What follows belongs to an exercise in optimizing a design on an open flow for small area; a production flow would make more cautious choices. The RTL was checked by simulation tests, not by an equivalence proof against the original design. Power is estimated from default activity; no workload was simulated.

**design/flow/design.v**
```verilog
package ahb_tgt_mem_pkg;
  typedef enum logic [1:0] {
    IDLE,
    WAIT,
    RESP
  } tgt_state_t;
  localparam logic [31:0] TGT_ERR_RDATA = 32'hBADD_ADD5;
  function automatic logic [31:0] tgt_offset(input logic [31:0] addr,
                                             input logic [31:0] base);
    tgt_offset = addr - base;
  endfunction
endpackage
module ahb_tgt_ram #(
  parameter int unsigned DEPTH_WORDS = 64,
  localparam int unsigned IDX_W = $clog2(DEPTH_WORDS)
) (
  input  logic             clk,
  input  logic             rst_n,
  input  logic             we,
  input  logic             re,
  input  logic [3:0]       be,
  input  logic [IDX_W-1:0] idx,
  input  logic [31:0]      wdata,
  output logic [31:0]      rdata
);
  logic [31:0] mem [DEPTH_WORDS];
  always_ff @(posedge clk) begin
    if (!rst_n) begin
      for (int unsigned i = 0; i < DEPTH_WORDS; i++) mem[i] <= '0;
      rdata <= '0;
    end else begin
      if (we) begin
        for (int unsigned b = 0; b < 4; b++)
          if (be[b]) mem[idx][8*b +: 8] <= wdata[8*b +: 8];
      end
      if (re) rdata <= mem[idx];
    end
  end
endmodule
module ahb_tgt_mem #(
  parameter logic [31:0] ADDR_BASE   = 32'h0000_8000,
  parameter int unsigned DEPTH_WORDS = 64,
  parameter int unsigned WAIT_STATES = 2
) (
  input  logic          AFT_CLK,
  input  logic          nRST,
  input  logic          bus_ren,
  input  logic          bus_wen,
  input  logic [31:0]   bus_addr,
  input  logic [31:0]   bus_wdata,
  input  logic [3:0]    bus_strobe,
  output logic [31:0]   bus_rdata,
  output logic          bus_request_stall,
  output logic          bus_error
);
  localparam int unsigned IDX_W = $clog2(DEPTH_WORDS);
  ahb_tgt_mem_pkg::tgt_state_t state;
  logic [3:0]       cnt;
  logic             cap_wr;
  logic [31:0]      cap_wdata;
  logic [3:0]       cap_strobe;
  logic [IDX_W-1:0] cap_idx;
  logic             cap_oor;
  logic [31:0]      offset;
  logic             req;
  logic             ram_we;
  logic             ram_re;
  logic [31:0]      ram_rdata;
  assign req    = bus_ren | bus_wen;
  assign offset = ahb_tgt_mem_pkg::tgt_offset(bus_addr, ADDR_BASE);
  always_ff @(posedge AFT_CLK) begin
    if (!nRST) begin
      state      <= ahb_tgt_mem_pkg::IDLE;
      cnt        <= '0;
      cap_wr     <= 1'b0;
      cap_wdata  <= '0;
      cap_strobe <= '0;
      cap_idx    <= '0;
    end else begin
      case (state)
        ahb_tgt_mem_pkg::IDLE: begin
          if (req) begin
            cap_wr     <= bus_wen;
            cap_wdata  <= bus_wdata;
            cap_strobe <= bus_strobe;
            cap_idx    <= IDX_W'(offset >> 2);
            cnt        <= 4'(WAIT_STATES);
            state      <= (WAIT_STATES == 0) ? ahb_tgt_mem_pkg::RESP : ahb_tgt_mem_pkg::WAIT;
          end
        end
        ahb_tgt_mem_pkg::WAIT: begin
          cnt <= cnt - 4'd1;
          if (!req)              state <= ahb_tgt_mem_pkg::IDLE;
          else if (cnt == 4'd1)  state <= ahb_tgt_mem_pkg::RESP;
        end
        ahb_tgt_mem_pkg::RESP:    state <= ahb_tgt_mem_pkg::IDLE;
        default: state <= ahb_tgt_mem_pkg::IDLE;
      endcase
    end
  end
  assign ram_we = (state == ahb_tgt_mem_pkg::RESP) &&  cap_wr && !cap_oor;
  assign ram_re = (state == ahb_tgt_mem_pkg::RESP) && !cap_wr;
  ahb_tgt_ram #(.DEPTH_WORDS(DEPTH_WORDS)) u_ram (
    .clk   (AFT_CLK),
    .rst_n (nRST),
    .we    (ram_we),
    .re    (ram_re),
    .be    (cap_strobe),
    .idx   (cap_idx),
    .wdata (cap_wdata),
    .rdata (ram_rdata)
  );
  assign bus_request_stall = nRST && req && (state != ahb_tgt_mem_pkg::RESP);
  logic err_rd_q;
  always_ff @(posedge AFT_CLK) begin
    if (!nRST) begin
      cap_oor  <= 1'b0;
      err_rd_q <= 1'b0;
    end else begin
      if (state == ahb_tgt_mem_pkg::IDLE && req) cap_oor <= (offset >= 32'(4 * DEPTH_WORDS));
      if (ram_re)               err_rd_q <= cap_oor;
    end
  end
  assign bus_rdata = err_rd_q ? ahb_tgt_mem_pkg::TGT_ERR_RDATA : ram_rdata;
  assign bus_error = nRST && (state == ahb_tgt_mem_pkg::RESP) && cap_oor;
endmodule
```
**design/flow/run.sh**
```bash
#!/bin/bash
# synth_recipe.tcl (not shown) runs the flow's synth.tcl, then flattens the netlist and writes it again
# the make line also repeats each setting of config.mk as NAME=value (left out here)
make -C /OpenROAD-flow-scripts/flow DESIGN_CONFIG=/design/flow/config.mk WORK_HOME=/design/flow/orfs CLKGATE_MAP_FILE= SYNTH_SCRIPT=/design/flow/synth_recipe.tcl finish
```
**design/flow/config.mk**
```make
export PLATFORM = sky130hd
export DESIGN_NAME = ahb_tgt_mem
export DESIGN_NICKNAME = ahb_tgt_mem
export VERILOG_FILES = /design/flow/design.v
export SDC_FILE = /design/flow/constraint.sdc
export NUM_CORES = 4
export LEC_CHECK = 0
export CAP_MARGIN = 20
export CORE_MARGIN = 2
export CORE_UTILIZATION = 40
export SLEW_MARGIN = 20
```
**design/flow/constraint.sdc**
```tcl
create_clock -name core_clock -period 10.0 [get_ports {AFT_CLK}]
set_input_delay 2.0000 -clock core_clock [delete_from_list [all_inputs] [get_ports {AFT_CLK}]]
set_output_delay 2.0000 -clock core_clock [all_outputs]
set_load 0.01 [all_outputs]
```
==> notes.md <==
[through the flow]
stage | hold WS (ps) | std cells
after global placement | 452.2 | 10358
after floorplan | 443.7 | 7445
after global routing | 489.7 | 10787
after detailed placement | 456.2 | 10363
after CTS | 465.4 | 10783
final | 462.6 | 10791
[layer usage]
metal / GRT usage (%) / vias to the layer above / share of wire [%]
met5: 0 / - / 0.030
met4: 13.41 / 16 / 5.7
met3: 6.280 / 735 / 11
met2: 40.68 / 3998 / 45
met1: 35.95 / 33055 / 39
li1: - / 27405 / -
[sequential cells by signal (all words and copies together), names as in the netlist]
| name | cells |
|---|---|
| cap_idx | 6 |
| cap_oor | 1 |
| cap_strobe | 4 |
| cap_wdata | 32 |
| cap_wr | 1 |
| cnt | 4 |
| err_rd_q | 1 |
| state | 2 |
| u_ram.mem | 2048 |
| u_ram.rdata | 32 |
[how the worst max path moves through the flow]
stage,start,endpoint,slack [ps],cells past startpoint
after detailed placement,bus_wen,bus_request_stall,3950,4
after global routing,bus_wen,bus_request_stall,3940,4
after floorplan,nRST,bus_request_stall,5200,3
after CTS,bus_wen,bus_request_stall,3930,4
final,bus_wen,bus_request_stall,4110,4
after global placement,bus_wen,bus_request_stall,3920,4
[cell families (layout without fill, tap and decap cells)]
logic type	Yosys count	in the layout	synth area share, %
compound gates	1328	1328	9.367
xor+xnor	2	2	0.01783
fa+ha+maj	3	3	0.03821
buf+inv	648	786	3.018
flops	2131	2131	64.28
mux	486	486	6.726
other cells	0	6	0
simple gates	2847	2847	16.55
[critical path, delay by kind of cell]
family	cells	cell delay, ps
simple gates	2	730
buf+inv	2	1150
[power by group through the flow]
stage	Sequential [mW]	Combinational, mW	Clock [mW]
after global placement	10.4	1.59	0
after floorplan	10.3	0.931	0
after global routing	10.2	1.68	8.60
final	10.2	1.64	8.22
after CTS	10.2	1.61	8.26
after detailed placement	10.4	1.60	0
[area by class of cell]
type,count,area [µm²],share of cell area (%)
repair buffers,357,3050,2.777
clock buffers,290,6061,5.518
inverters,9,43.79,0.03987
multi-input cells,4666,32330,29.43
well taps,3202,4006,3.647
flip-flops and latches,2131,63230,57.57
diodes,6,15.01,0.01367
clock inverters,130,1099,1.000
[layout by cell type, fill, tap and decap left out, types with 31 or more instances in the layout]
| cell type | instances |
|---|---|
| and2_1 | 2051 |
| edfxtp_1 | 2048 |
| nor2_1 | 374 |
| a221oi_1 | 267 |
| nand2_1 | 247 |
| buf_4 | 239 |
| clkbuf_16 | 230 |
| o21ai_0 | 228 |
| mux2i_1 | 220 |
| a22oi_1 | 163 |
| o21ai_1 | 152 |
| mux2_2 | 138 |
| a21oi_1 | 131 |
| mux4_2 | 125 |
| clkdlybuf4s50_1 | 102 |
| o22ai_1 | 96 |
| clkbuf_1 | 52 |
| clkinv_2 | 48 |
| clkinv_1 | 47 |
| dfxtp_1 | 47 |
| a21boi_0 | 45 |
| a22o_1 | 41 |
| a31oi_1 | 31 |
==> flow_summary.rst <==
.. list-table::
   :header-rows: 1

   * - Metric
     - Value
   * - Maximum ir drop on the vdd rail
     - 0.1849 mV
   * - Cell Chain, Critical Path
     - clkdlybuf4s50_1 > nor2_1 > nor3b_1 > clkdlybuf4s50_1
   * - Post-Layout Inst Area
     - 109800 µm²
   * - Largest clock skew in the final design
     - 64.70 ps
   * - Post-route antenna net violation count
     - 0
   * - Number of failing setup endpoints in the final timing report
     - 0
   * - Startpoint of the tightest hold check path
     - cap_wdata[13]
   * - Startpoint kind of the worst setup timing path
     - input pin
   * - Half-perimeter wire length after detailed placement
     - 209700 µm
   * - Post-layout total power
     - 20.07 mW
   * - CTS tree
     - built
   * - Fill cell total of the finished layout
     - 21658
   * - Global-route wire length before repair
     - 476700 µm
   * - RSZ-0062 raised after global routing
     - false
   * - Area of the die
     - 249600 µm²
   * - CP arrival
     - 3890 ps
   * - Pin count of the biggest net entering global routing
     - 164
   * - Hold-fix buffers at CTS
     - 0
   * - Internal power contribution
     - 15.09 mW
   * - Path depth of the worst reg2reg path
     - 8
   * - Yosys warnings
     - 2
   * - Final period util
     - 58.86%
   * - Fraction of power consumed by combinational cells
     - 8.2%
   * - Proportion of total power due to net switching
     - 24.82%
   * - Post-route DRC violation count
     - 0
   * - Core area
     - 243700 µm²
   * - Sequential group share of total power
     - 50.9%
   * - Max stage delay on crit path
     - 670 ps
   * - Total number of H-tree levels
     - 4
   * - Depth of the worst hold-timing path
     - 2
   * - Worst setup slack after placement
     - 3948 ps
   * - Period minus WS final
     - 5886 ps
   * - Total of flip-flops plus latches after synthesis
     - 2131
   * - CTS resizes
     - 0
   * - FFs w/ async S/R, synth
     - 0%
   * - Status
     - no timing/DRC/antenna violations
   * - Least setup slack across all paths after layout
     - 4115 ps
   * - DR pass1 iterations
     - 6
   * - Placement-stage cell area
     - 102600 µm²
   * - Class of the most critical setup path
     - input pin to output pin
   * - Ys flop type
     - edfxtp_1
   * - Setup TNS
     - 0 ps
   * - Capture instance of the worst register-to-register path
     - u_ram.rdata[6]
   * - GR Util All Layers
     - 26.77%
   * - Chip width
     - 499.6 µm
   * - Pwr per Cell Area
     - 182.8 nW/µm²
   * - Post-layout util
     - 45.08%
   * - DIE HEIGHT
     - 499.6 µm
   * - Post-synthesis instance area
     - 98260 µm²
   * - Vias per inst
     - 6.043
   * - Required time worst endpoint
     - 8000 ps
   * - CTS sink cnt
     - 2131
   * - Worst R2R Setup Slack
     - 4830 ps
   * - Switching pwr
     - 4.982 mW
   * - Initial detailed-routing violation count
     - 9095
   * - Mapped Nets
     - 7520
   * - Cell mode on critical path
     - clkdlybuf4s50_1
   * - Layout cells sized above 1
     - 12.59%
   * - Routability Congestion
     - 0.8791
   * - CTS root buf
     - clkbuf_16
   * - Number of max-cap violations
     - 0
   * - Cell types occupying the most area after synthesis
     - edfxtp_1, and2_1, mux4_2
   * - Net total in the final layout
     - 7462
   * - I/O Pins
     - 106
   * - Count of standard-cell rows
     - 181
   * - Startpoint of the most critical register-to-register path
     - cap_idx[2]
   * - Syn_area_per_cell
     - 13.20 µm²
   * - Number of port buffers
     - 103
   * - Via count of the first global-routing pass
     - 62554
   * - Maximum clock path buffer count
     - 3
   * - Initial antenna violation count
     - 26
   * - Count of different cell masters after synthesis
     - 90
   * - Remaining global-route overflow
     - 0
   * - Number of buffers added for setup after CTS
     - 0
   * - Number of flops mapped to enable cells by yosys
     - 2048
   * - Clk pin slew, worst setup/hold paths
     - 60 ps
   * - Largest area contributor in the netlist
     - edfxtp_1
   * - Most common cell in the synthesized netlist
     - and2_1
   * - Endpoint class of the critical path
     - output pin
   * - DR WL/cell
     - 31.70 µm
   * - Initial core utilization
     - 40.32%
   * - Worst slew margin relative to its limit
     - 15.06%
   * - Endpoint of the worst hold path
     - cap_wdata[13]
   * - Worst hold path class
     - flip-flop to flip-flop
   * - Number of standard cells after synthesis
     - 7445
   * - Final Max Tran Viols
     - 0
   * - Sum of routed wire length over all layers
     - 342000 µm
   * - Transition time of the tightest slew-check pin
     - 1271 ps
   * - Largest fanout on the critical path
     - 4
   * - Part of the total power dissipated in the clock network
     - 40.9%
   * - Most instantiated cells after synthesis
     - and2_1, edfxtp_1, clkbuf_1
   * - Count of final hold-check violations
     - 0
   * - Standard cell with the maximum stage delay on the critical path
     - clkdlybuf4s50_1
   * - Clock buffers created by TritonCTS
     - 222
   * - Max Fclk
     - 169.9 MHz
   * - Share of synthesized area occupied by flip-flops and latches
     - 64.28%
   * - Leak pwr
     - 38.12 nW
   * - Total via count after detailed routing
     - 65209
   * - Portion of synthesized cell area occupied by the leading cell type
     - 62.59%
   * - Area growth syn-to-layout
     - 11.79%
   * - Insertion delay to the later sink of the worst-skew pair
     - 900 ps

[what the ideal ports hide]
In the flow no input, the clock included, has a driving cell. The finished layout below was timed again as built, in two steps. Step 1: set_driving_cell puts a clkbuf_16 on AFT_CLK and a buf_2 on each other input, an assumption about the parent block. Step 2 adds t to the input delays and takes it off the output delays; t is the mean of the earliest and latest rising clock arrival at the registers after step 1. Input paths then give back, and output paths get back, about the clock's delay inside the block. a / b / c = ideal ports / drivers / drivers and shift; a / b = the first two.
t, ns: 0.961
setup slack, ns: 4.114 / 4.092 / 4.092
worst setup path at the end: input to output
After both steps setup and hold are still met in this run. For this run, drivers alone change the setup slack by -0.022 ns; drivers and shift together by -0.022 ns.
